Background: an optimization exercise with open tools, aiming at small area and a short achievable clock period. Do not read the settings as production practice.
Only simulation tests tie the RTL to the original design; equivalence was not proved.
Power is estimated from default activity; no workload was simulated.

--- run.sh ---
#!/bin/bash
# synth_recipe.tcl (not shown) runs the flow's synth.tcl, then flattens the netlist and writes it again
# the make line also repeats each setting of config.mk as NAME=value (left out here)
make -C /OpenROAD-flow-scripts/flow DESIGN_CONFIG=/design/flow/config.mk WORK_HOME=/design/flow/orfs CLKGATE_MAP_FILE= SYNTH_SCRIPT=/design/flow/synth_recipe.tcl finish
--- config.mk ---
export PLATFORM = sky130hd
export DESIGN_NAME = lsq_top
export DESIGN_NICKNAME = lsq_top
export VERILOG_FILES = /design/flow/design.v
export SDC_FILE = /design/flow/constraint.sdc
export NUM_CORES = 4
export LEC_CHECK = 0
export CAP_MARGIN = 20
export CORE_MARGIN = 2
export CORE_UTILIZATION = 40
export SLEW_MARGIN = 20
--- constraint.sdc ---
create_clock -name core_clock -period 7.0 [get_ports {clock}]
set_input_delay 1.4000 -clock core_clock [delete_from_list [all_inputs] [get_ports {clock}]]
set_output_delay 1.4000 -clock core_clock [all_outputs]
set_load 0.01 [all_outputs]
--- design.v ---
`default_nettype none
package lsq_pkg;
	parameter int XLEN = 32;
	parameter int ROB_ID_BITS = 5;
	parameter int PTR_BITS = 5;
	localparam logic [1:0] BYTE = 2'h0;
	localparam logic [1:0] HALF = 2'h1;
	localparam logic [1:0] WORD = 2'h2;
	localparam int LQ_ROW_W  = 2 + 1 + PTR_BITS;
	localparam int LQ_TAIL_L = 0;
	localparam int LQ_SIGN_B = PTR_BITS;
	localparam int LQ_SIZE_L = PTR_BITS + 1;
	localparam int SQ_ROW_W  = 2 + XLEN + XLEN;
	localparam int SQ_DATA_L = 0;
	localparam int SQ_ADDR_L = XLEN;
	localparam int SQ_SIZE_L = 2*XLEN;
endpackage
`default_nettype wire
`timescale 1ns/100ps
`default_nettype none
module queue_pointers #(
	parameter int DEPTH = 8
) (
	input  wire logic                          clock,
	input  wire logic                          reset,
	input  wire logic                          push,
	input  wire logic                          pop,
	output logic [lsq_pkg::PTR_BITS-1:0]       head,
	output logic [lsq_pkg::PTR_BITS-1:0]       tail,
	output logic [lsq_pkg::PTR_BITS-1:0]       free,
	output logic                               full,
	output logic                               empty
);
	localparam int PTR_BITS = lsq_pkg::PTR_BITS;
	localparam int IDX = $clog2(DEPTH);
	logic [IDX:0] head_q;
	logic [IDX:0] tail_q;
	logic [IDX:0] count;
	assign count = tail_q - head_q;
	assign full  = (count == (IDX+1)'(DEPTH));
	assign empty = (count == '0);
	assign free  = PTR_BITS'(DEPTH) - PTR_BITS'(count);
	assign head = PTR_BITS'(head_q);
	assign tail = PTR_BITS'(tail_q);
	always_ff @(posedge clock) begin
		if (reset) begin
			head_q <= '0;
			tail_q <= '0;
		end else begin
			if (push && !full) begin
				tail_q <= tail_q + 1'b1;
			end
			if (pop && !empty) begin
				head_q <= head_q + 1'b1;
			end
		end
	end
endmodule
`default_nettype wire
`timescale 1ns/100ps
`default_nettype none
module queue_rows #(
	parameter int             DEPTH     = 8,
	parameter int             WIDTH     = 8,
	parameter logic [WIDTH-1:0] KEEP_MASK = '0
) (
	input  wire logic                                         clock,
	input  wire logic                                         reset,
	input  wire logic                                         alloc,
	input  wire logic [lsq_pkg::ROB_ID_BITS-1:0]              alloc_rob_id,
	input  wire logic [WIDTH-1:0]                             alloc_row,
	input  wire logic [lsq_pkg::PTR_BITS-1:0]                 tail,
	input  wire logic [lsq_pkg::PTR_BITS-1:0]                 head,
	input  wire logic                                         done,
	input  wire logic [lsq_pkg::ROB_ID_BITS-1:0]              done_rob_id,
	input  wire logic [WIDTH-1:0]                             done_row,
	input  wire logic                                         retire,
	output logic [DEPTH-1:0][WIDTH-1:0]                       rows,
	output logic [DEPTH-1:0][lsq_pkg::ROB_ID_BITS-1:0]        row_rob_ids,
	output logic [DEPTH-1:0]                                  row_valid,
	output logic [DEPTH-1:0]                                  row_complete,
	output logic [WIDTH-1:0]                                  head_row
);
	localparam int ROB_ID_BITS = lsq_pkg::ROB_ID_BITS;
	localparam int IDX = $clog2(DEPTH);
	logic [DEPTH-1:0][WIDTH-1:0]       row_q;
	logic [DEPTH-1:0][ROB_ID_BITS-1:0] rob_q;
	logic [DEPTH-1:0]                  valid_q;
	logic [DEPTH-1:0]                  complete_q;
	logic [DEPTH-1:0]                  done_hit;
	logic [IDX-1:0]                    tail_idx;
	logic [IDX-1:0]                    head_idx;
	assign tail_idx = tail[IDX-1:0];
	assign head_idx = head[IDX-1:0];
	always_comb begin
		for (int i = 0; i < DEPTH; i++) begin
			done_hit[i] = done && valid_q[i] && (rob_q[i] == done_rob_id);
		end
	end
	always_ff @(posedge clock) begin
		for (int i = 0; i < DEPTH; i++) begin
			if (alloc && (tail_idx == IDX'(i))) begin
				row_q[i] <= alloc_row;
				rob_q[i] <= alloc_rob_id;
			end else if (done_hit[i]) begin
				row_q[i] <= (row_q[i] & KEEP_MASK) | (done_row & ~KEEP_MASK);
			end
		end
	end
	always_ff @(posedge clock) begin
		if (reset) begin
			valid_q    <= '0;
			complete_q <= '0;
		end else begin
			for (int i = 0; i < DEPTH; i++) begin
				if (alloc && (tail_idx == IDX'(i))) begin
					valid_q[i]    <= 1'b1;
					complete_q[i] <= 1'b0;
				end else if (retire && (head_idx == IDX'(i))) begin
					valid_q[i]    <= 1'b0;
					complete_q[i] <= 1'b0;
				end else if (done_hit[i]) begin
					complete_q[i] <= 1'b1;
				end
			end
		end
	end
	assign rows         = row_q;
	assign row_rob_ids  = rob_q;
	assign row_valid    = valid_q;
	assign row_complete = complete_q;
	assign head_row     = row_q[head_idx];
endmodule
`default_nettype wire
`timescale 1ns/100ps
`default_nettype none
module load_result #(
	parameter int LQ_DEPTH = 8,
	parameter int SQ_DEPTH = 4
) (
	input  wire logic                                           clock,
	input  wire logic                                           reset,
	input  wire logic                                           load_done_valid,
	input  wire logic [lsq_pkg::ROB_ID_BITS-1:0]                load_done_rob_id,
	input  wire logic [lsq_pkg::XLEN-1:0]                       load_done_addr,
	input  wire logic [lsq_pkg::XLEN-1:0]                       load_done_mem_data,
	input  wire logic [LQ_DEPTH-1:0][lsq_pkg::LQ_ROW_W-1:0]     load_rows,
	input  wire logic [LQ_DEPTH-1:0][lsq_pkg::ROB_ID_BITS-1:0]  lq_rob_ids,
	input  wire logic [LQ_DEPTH-1:0]                            lq_valid,
	input  wire logic [SQ_DEPTH-1:0][lsq_pkg::SQ_ROW_W-1:0]     store_rows,
	input  wire logic [SQ_DEPTH-1:0]                            sq_complete,
	input  wire logic [lsq_pkg::PTR_BITS-1:0]                   sq_head,
	output logic                                                result_valid,
	output logic [lsq_pkg::ROB_ID_BITS-1:0]                     result_rob_id,
	output logic [lsq_pkg::XLEN-1:0]                            result_data,
	output logic                                                result_forwarded
);
	localparam int XLEN = lsq_pkg::XLEN;
	localparam int ROB_ID_BITS = lsq_pkg::ROB_ID_BITS;
	localparam int PTR_BITS = lsq_pkg::PTR_BITS;
	localparam int LQ_ROW_W = lsq_pkg::LQ_ROW_W;
	localparam int LQ_TAIL_L = lsq_pkg::LQ_TAIL_L;
	localparam int LQ_SIGN_B = lsq_pkg::LQ_SIGN_B;
	localparam int LQ_SIZE_L = lsq_pkg::LQ_SIZE_L;
	localparam int SQ_ROW_W = lsq_pkg::SQ_ROW_W;
	localparam int SQ_DATA_L = lsq_pkg::SQ_DATA_L;
	localparam int SQ_ADDR_L = lsq_pkg::SQ_ADDR_L;
	localparam int SQ_SIZE_L = lsq_pkg::SQ_SIZE_L;
	localparam logic [1:0] BYTE = lsq_pkg::BYTE;
	localparam logic [1:0] HALF = lsq_pkg::HALF;
	localparam int SQ_IDX = $clog2(SQ_DEPTH);
	logic [LQ_ROW_W-1:0] ld_row;
	logic                ld_hit;
	logic [1:0]          ld_size;
	logic                ld_signed;
	logic [SQ_IDX:0]     ld_store_tail;
	logic [SQ_IDX:0]     older_cnt;
	logic [SQ_IDX:0]     ring_pos;
	logic [SQ_ROW_W-1:0] st_row;
	logic                fwd_hit;
	logic [XLEN-1:0]     fwd_data;
	logic [XLEN-1:0]     raw_data;
	logic [XLEN-1:0]     ext_data;
	logic                result_valid_q;
	logic [ROB_ID_BITS-1:0] result_rob_q;
	logic [XLEN-1:0]     result_data_q;
	logic                result_fwd_q;
	always_comb begin
		ld_row = load_rows[0];
		ld_hit = 1'b0;
		for (int i = 0; i < LQ_DEPTH; i++) begin
			if (lq_valid[i] && (lq_rob_ids[i] == load_done_rob_id)) begin
				ld_row = load_rows[i];
				ld_hit = 1'b1;
			end
		end
	end
	assign ld_size       = ld_row[LQ_SIZE_L +: 2];
	assign ld_signed     = ld_row[LQ_SIGN_B];
	assign ld_store_tail = ld_row[LQ_TAIL_L +: SQ_IDX+1];
	always_comb begin
		older_cnt = ld_store_tail - sq_head[SQ_IDX:0];
		ring_pos  = '0;
		st_row    = '0;
		fwd_hit   = 1'b0;
		fwd_data  = '0;
		for (int k = 0; k < SQ_DEPTH; k++) begin
			ring_pos = sq_head[SQ_IDX:0] + (SQ_IDX+1)'(k);
			st_row   = store_rows[ring_pos[SQ_IDX-1:0]];
			if (((SQ_IDX+1)'(k) < older_cnt)
					&& sq_complete[ring_pos[SQ_IDX-1:0]]
					&& (st_row[SQ_ADDR_L +: XLEN] == load_done_addr)
					&& (st_row[SQ_SIZE_L +: 2] == ld_size)) begin
				fwd_hit  = 1'b1;
				fwd_data = st_row[SQ_DATA_L +: XLEN];
			end
		end
	end
	always_comb begin
		raw_data = fwd_hit ? fwd_data : load_done_mem_data;
		case (ld_size)
			BYTE: ext_data = {{(XLEN-8){ld_signed & raw_data[7]}}, raw_data[7:0]};
			HALF: ext_data = {{(XLEN-16){ld_signed & raw_data[15]}}, raw_data[15:0]};
			default: ext_data = raw_data;
		endcase
	end
	always_ff @(posedge clock) begin
		if (reset) begin
			result_valid_q <= 1'b0;
		end else begin
			result_valid_q <= load_done_valid && ld_hit;
		end
	end
	always_ff @(posedge clock) begin
		result_rob_q  <= load_done_rob_id;
		result_data_q <= ext_data;
		result_fwd_q  <= fwd_hit;
	end
	assign result_valid     = result_valid_q;
	assign result_rob_id    = result_rob_q;
	assign result_data      = result_data_q;
	assign result_forwarded = result_fwd_q;
endmodule
`default_nettype wire
`timescale 1ns/100ps
`default_nettype none
module lsq_top #(
	parameter int LQ_DEPTH = 16,
	parameter int SQ_DEPTH = 8
) (
	input  wire logic        clock,
	input  wire logic        reset,
	input  wire logic        dispatch_valid,
	input  wire logic        dispatch_is_store,
	input  wire logic [4:0]  dispatch_rob_id,
	input  wire logic [1:0]  dispatch_size,
	input  wire logic        dispatch_is_signed,
	input  wire logic        load_done_valid,
	input  wire logic [4:0]  load_done_rob_id,
	input  wire logic [31:0] load_done_addr,
	input  wire logic [31:0] load_done_mem_data,
	input  wire logic        store_done_valid,
	input  wire logic [4:0]  store_done_rob_id,
	input  wire logic [31:0] store_done_addr,
	input  wire logic [31:0] store_done_data,
	input  wire logic        retire_load,
	input  wire logic        retire_store,
	output logic             load_result_valid,
	output logic [4:0]       load_result_rob_id,
	output logic [31:0]      load_result_data,
	output logic             load_result_forwarded,
	output logic             store_commit_valid,
	output logic [31:0]      store_commit_addr,
	output logic [31:0]      store_commit_data,
	output logic [1:0]       store_commit_size,
	output logic [4:0]       lq_free,
	output logic [4:0]       sq_free
);
	localparam int XLEN = lsq_pkg::XLEN;
	localparam int ROB_ID_BITS = lsq_pkg::ROB_ID_BITS;
	localparam int PTR_BITS = lsq_pkg::PTR_BITS;
	localparam int LQ_ROW_W = lsq_pkg::LQ_ROW_W;
	localparam int SQ_ROW_W = lsq_pkg::SQ_ROW_W;
	localparam int SQ_DATA_L = lsq_pkg::SQ_DATA_L;
	localparam int SQ_ADDR_L = lsq_pkg::SQ_ADDR_L;
	localparam int SQ_SIZE_L = lsq_pkg::SQ_SIZE_L;
	localparam logic [1:0] BYTE = lsq_pkg::BYTE;
	localparam logic [LQ_ROW_W-1:0] LQ_KEEP = '1;
	localparam logic [SQ_ROW_W-1:0] SQ_KEEP = {2'b11, {XLEN{1'b0}}, {XLEN{1'b0}}};
	logic                                lq_push;
	logic                                sq_push;
	logic [PTR_BITS-1:0]                 lq_head;
	logic [PTR_BITS-1:0]                 lq_tail;
	logic [PTR_BITS-1:0]                 sq_head;
	logic [PTR_BITS-1:0]                 sq_tail;
	logic                                lq_full;
	logic                                lq_empty;
	logic                                sq_full;
	logic                                sq_empty;
	logic                                lq_alloc;
	logic                                sq_alloc;
	logic                                lq_retire;
	logic                                sq_retire;
	logic [LQ_ROW_W-1:0]                 lq_alloc_row;
	logic [LQ_ROW_W-1:0]                 lq_done_row;
	logic [SQ_ROW_W-1:0]                 sq_alloc_row;
	logic [SQ_ROW_W-1:0]                 sq_done_row;
	logic [LQ_DEPTH-1:0][LQ_ROW_W-1:0]   lq_rows;
	logic [LQ_DEPTH-1:0][ROB_ID_BITS-1:0] lq_rob_ids;
	logic [LQ_DEPTH-1:0]                 lq_valid;
	logic [SQ_DEPTH-1:0][SQ_ROW_W-1:0]   sq_rows;
	logic [SQ_DEPTH-1:0]                 sq_complete;
	logic [SQ_ROW_W-1:0]                 sq_head_row;
	assign lq_push   = dispatch_valid && !dispatch_is_store;
	assign sq_push   = dispatch_valid && dispatch_is_store;
	assign lq_alloc  = lq_push && !lq_full;
	assign sq_alloc  = sq_push && !sq_full;
	assign lq_retire = retire_load && !lq_empty;
	assign sq_retire = retire_store && !sq_empty;
	assign lq_alloc_row = {dispatch_size, dispatch_is_signed, sq_tail};
	assign lq_done_row  = '0;
	assign sq_alloc_row = {dispatch_size, {XLEN{1'b0}}, {XLEN{1'b0}}};
	assign sq_done_row  = {BYTE, store_done_addr, store_done_data};
	queue_pointers #(
		.DEPTH (LQ_DEPTH)
	) lq_ptr_i (
		.clock (clock),
		.reset (reset),
		.push  (lq_push),
		.pop   (retire_load),
		.head  (lq_head),
		.tail  (lq_tail),
		.free  (lq_free),
		.full  (lq_full),
		.empty (lq_empty)
	);
	queue_rows #(
		.DEPTH     (LQ_DEPTH),
		.WIDTH     (LQ_ROW_W),
		.KEEP_MASK (LQ_KEEP)
	) lq_rows_i (
		.clock        (clock),
		.reset        (reset),
		.alloc        (lq_alloc),
		.alloc_rob_id (dispatch_rob_id),
		.alloc_row    (lq_alloc_row),
		.tail         (lq_tail),
		.head         (lq_head),
		.done         (load_done_valid),
		.done_rob_id  (load_done_rob_id),
		.done_row     (lq_done_row),
		.retire       (lq_retire),
		.rows         (lq_rows),
		.row_rob_ids  (lq_rob_ids),
		.row_valid    (lq_valid),
		.row_complete (),
		.head_row     ()
	);
	queue_pointers #(
		.DEPTH (SQ_DEPTH)
	) sq_ptr_i (
		.clock (clock),
		.reset (reset),
		.push  (sq_push),
		.pop   (retire_store),
		.head  (sq_head),
		.tail  (sq_tail),
		.free  (sq_free),
		.full  (sq_full),
		.empty (sq_empty)
	);
	queue_rows #(
		.DEPTH     (SQ_DEPTH),
		.WIDTH     (SQ_ROW_W),
		.KEEP_MASK (SQ_KEEP)
	) sq_rows_i (
		.clock        (clock),
		.reset        (reset),
		.alloc        (sq_alloc),
		.alloc_rob_id (dispatch_rob_id),
		.alloc_row    (sq_alloc_row),
		.tail         (sq_tail),
		.head         (sq_head),
		.done         (store_done_valid),
		.done_rob_id  (store_done_rob_id),
		.done_row     (sq_done_row),
		.retire       (sq_retire),
		.rows         (sq_rows),
		.row_rob_ids  (),
		.row_valid    (),
		.row_complete (sq_complete),
		.head_row     (sq_head_row)
	);
	assign store_commit_valid = sq_retire;
	assign store_commit_addr  = sq_head_row[SQ_ADDR_L +: XLEN];
	assign store_commit_data  = sq_head_row[SQ_DATA_L +: XLEN];
	assign store_commit_size  = sq_head_row[SQ_SIZE_L +: 2];
	load_result #(
		.LQ_DEPTH (LQ_DEPTH),
		.SQ_DEPTH (SQ_DEPTH)
	) load_result_i (
		.clock              (clock),
		.reset              (reset),
		.load_done_valid    (load_done_valid),
		.load_done_rob_id   (load_done_rob_id),
		.load_done_addr     (load_done_addr),
		.load_done_mem_data (load_done_mem_data),
		.load_rows          (lq_rows),
		.lq_rob_ids         (lq_rob_ids),
		.lq_valid           (lq_valid),
		.store_rows         (sq_rows),
		.sq_complete        (sq_complete),
		.sq_head            (sq_head),
		.result_valid       (load_result_valid),
		.result_rob_id      (load_result_rob_id),
		.result_data        (load_result_data),
		.result_forwarded   (load_result_forwarded)
	);
endmodule
`default_nettype wire
==> out/metrics.cfg <==
[run_status]
status = timing/DRC/antenna clean

[synth]
synth_edf_count = 248
synth-warning-count = 5
synth_top_area_share_pct = 20.9
netlist_area_um2 = 65200
synthArstFlopShare_pct = 0
synth_area_per_cell_um2 = 10.5
synth_ff_type = dfxtp_1
synthTopCellsByArea = mux4_2 (21%), dfxtp_1 (18%), mux2i_1 (15%)
ys_types = 110
synthCells = 6187
yosys.area.top_type = mux4_2
synth-seq-cells = 849
synth-seq-area-share_pct = 29.9
mappedNetlistNets = 6380

[placed_design]
place.gp.congestion = 1.06
io_buffers = 269
hpwlAfterDp_um = 193000
dp_cells = 8400

[timing]
finClkSkew_ps = 60.1
worstMarginPinSlew_ps = 1190
tns_ps = 0
timing.fmax_mhz = 147
rsz0062_at_grt = yes
post-route-min-period_ps = 6780
finalCritPeriodShare_pct = 96.9
hold_viol_final = 0
setup-violations-final = 0
slew_viol_final = 0
max_slew_margin_pct = 19.9

[route]
ant_nets = 0
vias = 55800
via_per_inst = 6.49
wl_um = 273000
firstDrtPassIters = 6
drc = 0
drt_iter0_drc = 6788
wl_per_cell_um = 31.8

[floorplanning]
die_h_um = 408
io_pins = 270
rows = 148
fp.dieW_um = 408
core_um2 = 162000
dieArea_um2 = 166000
start_util_pct = 40.2

[finish]
multiInputGateArea_um2 = 42800
fin_cells = 8599
nets = 6527
fill_cells = 15200
utilization_pct = 46.0
drive_gt1_share_pct = 21.1
syn_to_final_growth_pct = 14.4
seqCellArea_um2 = 19500

[power_and_ir_drop]
p_switching_uw = 8430
finalPower_uw = 20300
power.density_nw_per_um2 = 272
p_leak_uw = 0.0296
sw_frac_of_total_pct = 41.5
clkPwrFrac_pct = 26.0
p_int_uw = 11900
seq_power_share_pct = 26.4
combPwrFrac_pct = 47.6
ir_drop_mv = 0.380

[setup_path]
worstSetupStartpointType = input pin
cp-startpoint = load_done_rob_id[3]
path_max_fanout = 8
max_stage_delay_ps = 470
cp_data_arrival_time_ps = 7450
r2r_slack_ps = 300
crit_top_cell = buf_4
critPathCaptureType = flip-flop
worstPathRequired_ps = 7670
cp-endpoint = load_result_i.result_data_q[17]$_DFF_P_
r2r_end = load_result_i.result_data_q[17]$_DFF_P_
reg2reg_depth = 21
cpMaxStageDelayCell = o32a_2
crit_type = in -> reg
r2r_start = sq_ptr_i.head_q[1]$_SDFFE_PP0P_

[global_routing]
grt_pass1_wl_um = 391000
grt-ovfl-total = 0
grt_pass1_vias = 53100
grt.total_usage_pct = 31.9
grt_max_degree = 122
antenna_found_initial = 25

[clock_network]
clkSlewWorstSetupHoldPaths_ps = 60
cts_root_buf = clkbuf_16
cts_hold_buf = 0
cts_inserted_buffers = 99
worstSkewPairLatency_ps = 770
h-tree-depth = 3
cts.sinks = 849
cts_max_path_buffers = 3
cts_tree = yes

[min_path]
hp-class = reg -> reg

[flow_run]
max_cap_viol_count = 0

-- final cells by class --
cell class,instances,share of cell area (%)
flip-flops and latches,849,26.1
well taps,2175,3.65
repair buffers,639,7.98
diodes,17,0.0571
clock buffers,134,3.69
clock inverters,40,0.659
multi-input cells,4672,57.5
inverters,73,0.374
-- worst max-delay path, delay by kind of cell --
family          cells  cell delay [ps]
buf+inv             8             1430
compound gates     15             3320
simple gates        5              820
xor+xnor            2              270
fa+ha+maj           1              170
-- placed cells by master, fill, tap and decap left out, types with 33 or more instances in the layout --
cell type and instances:
nand3_1 87, mux2i_1 993, and2_1 33, nor2b_1 52
a211oi_1 46, nand4_1 67, nor3_1 54, buf_4 326
xnor2_1 291, o211ai_1 70, nor4_1 48, buf_12 34
mux2_2 86, clkdlybuf4s50_1 264, edfxtp_1 248, o22ai_1 59
o21ai_0 91, xor2_1 112, nor2_1 718, a221oi_1 48
clkbuf_16 101, a21oi_1 117, mux4_2 605, nand2_1 499
inv_1 70, dfxtp_1 598
-- flip-flops by register name, indices dropped and copies added (netlist names) --
signal / flops
sq_rows_i.rob_q: 40
lq_rows_i.rob_q: 80
lq_ptr_i.tail_q: 5
load_result_i.result_data_q: 32
sq_rows_i.row_q: 528
load_result_i.result_fwd_q: 1
sq_ptr_i.tail_q: 4
sq_rows_i.complete_q: 8
lq_rows_i.valid_q: 16
sq_rows_i.valid_q: 8
load_result_i.result_valid_q: 1
sq_ptr_i.head_q: 4
load_result_i.result_rob_q: 5
lq_rows_i.row_q: 112
lq_ptr_i.head_q: 5
-- power by group through the flow --
stage	sequential, uW	clock [uW]	combinational [uW]
detailed placement	5470	0	9410
finish	5360	5270	9670
floorplan	5380	0	6320
global route	5380	5540	10000
global placement	5460	0	9350
CTS	5360	5340	9440
-- synth_stat cells, drive strengths merged (15+ instances only) --
cell type / count
mux2i: 993
nor2: 724
mux4: 608
dfxtp: 601
nand2: 500
buf: 393
xnor2: 294
edfxtp: 248
clkbuf: 199
a21oi: 119
xor2: 114
o21ai: 101
nand3: 89
mux2: 86
o211ai: 83
inv: 72
nand4: 67
o22ai: 59
nor3: 57
nor4: 55
nor2b: 54
a211oi: 50
a221oi: 49
and2: 38
ha: 36
a31oi: 33
a22oi: 30
and3: 29
nand2b: 29
a2111oi: 27
or3: 27
or2: 20
o221ai: 19
or4: 18
o311a: 17
nand4b: 15
o2111ai: 15
o211a: 15
o221a: 15
-- metrics by stage --
| step | instance area [um^2] | worst slack [ps] | hold WS (ps) |
|---|---|---|---|
| 4_1_cts | 74200 | 32.8 | 496 |
| 5_1_grt | 74600 | -26.9 | 523 |
| 3_5_place_dp | 71000 | -913 | 484 |
| 6_report | 74600 | 220 | 498 |
| 2_1_floorplan | 65200 | 15.4 | 449 |
| 3_3_place_gp | 71000 | -882 | 470 |
-- layer usage --
metal / vias to the layer above / GRT usage (%) / routed length [um]
met1: 28300 / 42.9 / 109000
met4: 10 / 14.8 / 14200
met5: - / 0 / 66
met2: 3180 / 50.3 / 125000
met3: 595 / 5.25 / 24900
li1: 23700 / - / -
-- kinds of logic after synthesis --
logic type | Yosys count | synth area share (%)
adders and majority gates | 39 | 0.783
AOI/OAI and AO/OA | 747 | 8.44
DFF | 849 | 29.9
buffers and inverters | 666 | 4.98
xor gates and xnor gates | 408 | 5.49
and+or+nand+nor | 1791 | 12.7
muxes | 1687 | 37.8
-- what timing repair did --
action | 4_1_cts | 5_1_grt
endpoints found under the setup margin | 15 | 32
resized for setup | 4 | 48
endpoints found under the hold margin | 0 | 0
pin swaps | 0 | 19
setup buffers | 0 | 6
gates cloned | 0 | 2
-- how the worst min path moves through the flow --
stage	end	from	cells past startpoint
after floorplan	lq_rows_i.valid_q[8]$_SDFFE_PP0P_	lq_rows_i.valid_q[8]$_SDFFE_PP0P_	2
after global placement	sq_rows_i.valid_q[2]$_SDFFE_PP0P_	sq_rows_i.valid_q[2]$_SDFFE_PP0P_	2
after detailed placement	sq_rows_i.valid_q[7]$_SDFFE_PP0P_	sq_rows_i.valid_q[7]$_SDFFE_PP0P_	2
after CTS	sq_rows_i.valid_q[6]$_SDFFE_PP0P_	sq_rows_i.valid_q[6]$_SDFFE_PP0P_	2
after global routing	lq_rows_i.valid_q[1]$_SDFFE_PP0P_	lq_rows_i.valid_q[1]$_SDFFE_PP0P_	2
final	sq_rows_i.valid_q[2]$_SDFFE_PP0P_	sq_rows_i.valid_q[2]$_SDFFE_PP0P_	2

-- separate check: timing with driven ports --
The flow's constraints put no driver on any port. The routed layout listed below was extracted and timed again, unchanged, in two steps. Step 1, drivers: a clkbuf_16 drives clock and a buf_2 each remaining input, both assumed. Step 2 moves the port delays by t, midway between the first and last clock arrival at a register: inputs arrive t later, outputs are due t later. That takes back most of the time a late clock gives input paths. a / b / c = ideal / step 1 / step 2; a / b = the first two.
t, ns: 0.834
setup WS [ns]: 0.220 / 0.265 / -0.569
clock arrival spread, ns: 0.064 / 0.064
slew at the worst register clock pin (ns): 0.08 / 0.08
worst slew at a driven data input, ns: 0.20
Met with ideal ports but missed after step 2: setup timing in this run. The setup slack of this run moves by +0.045 ns with the drivers and by -0.789 ns with both steps.
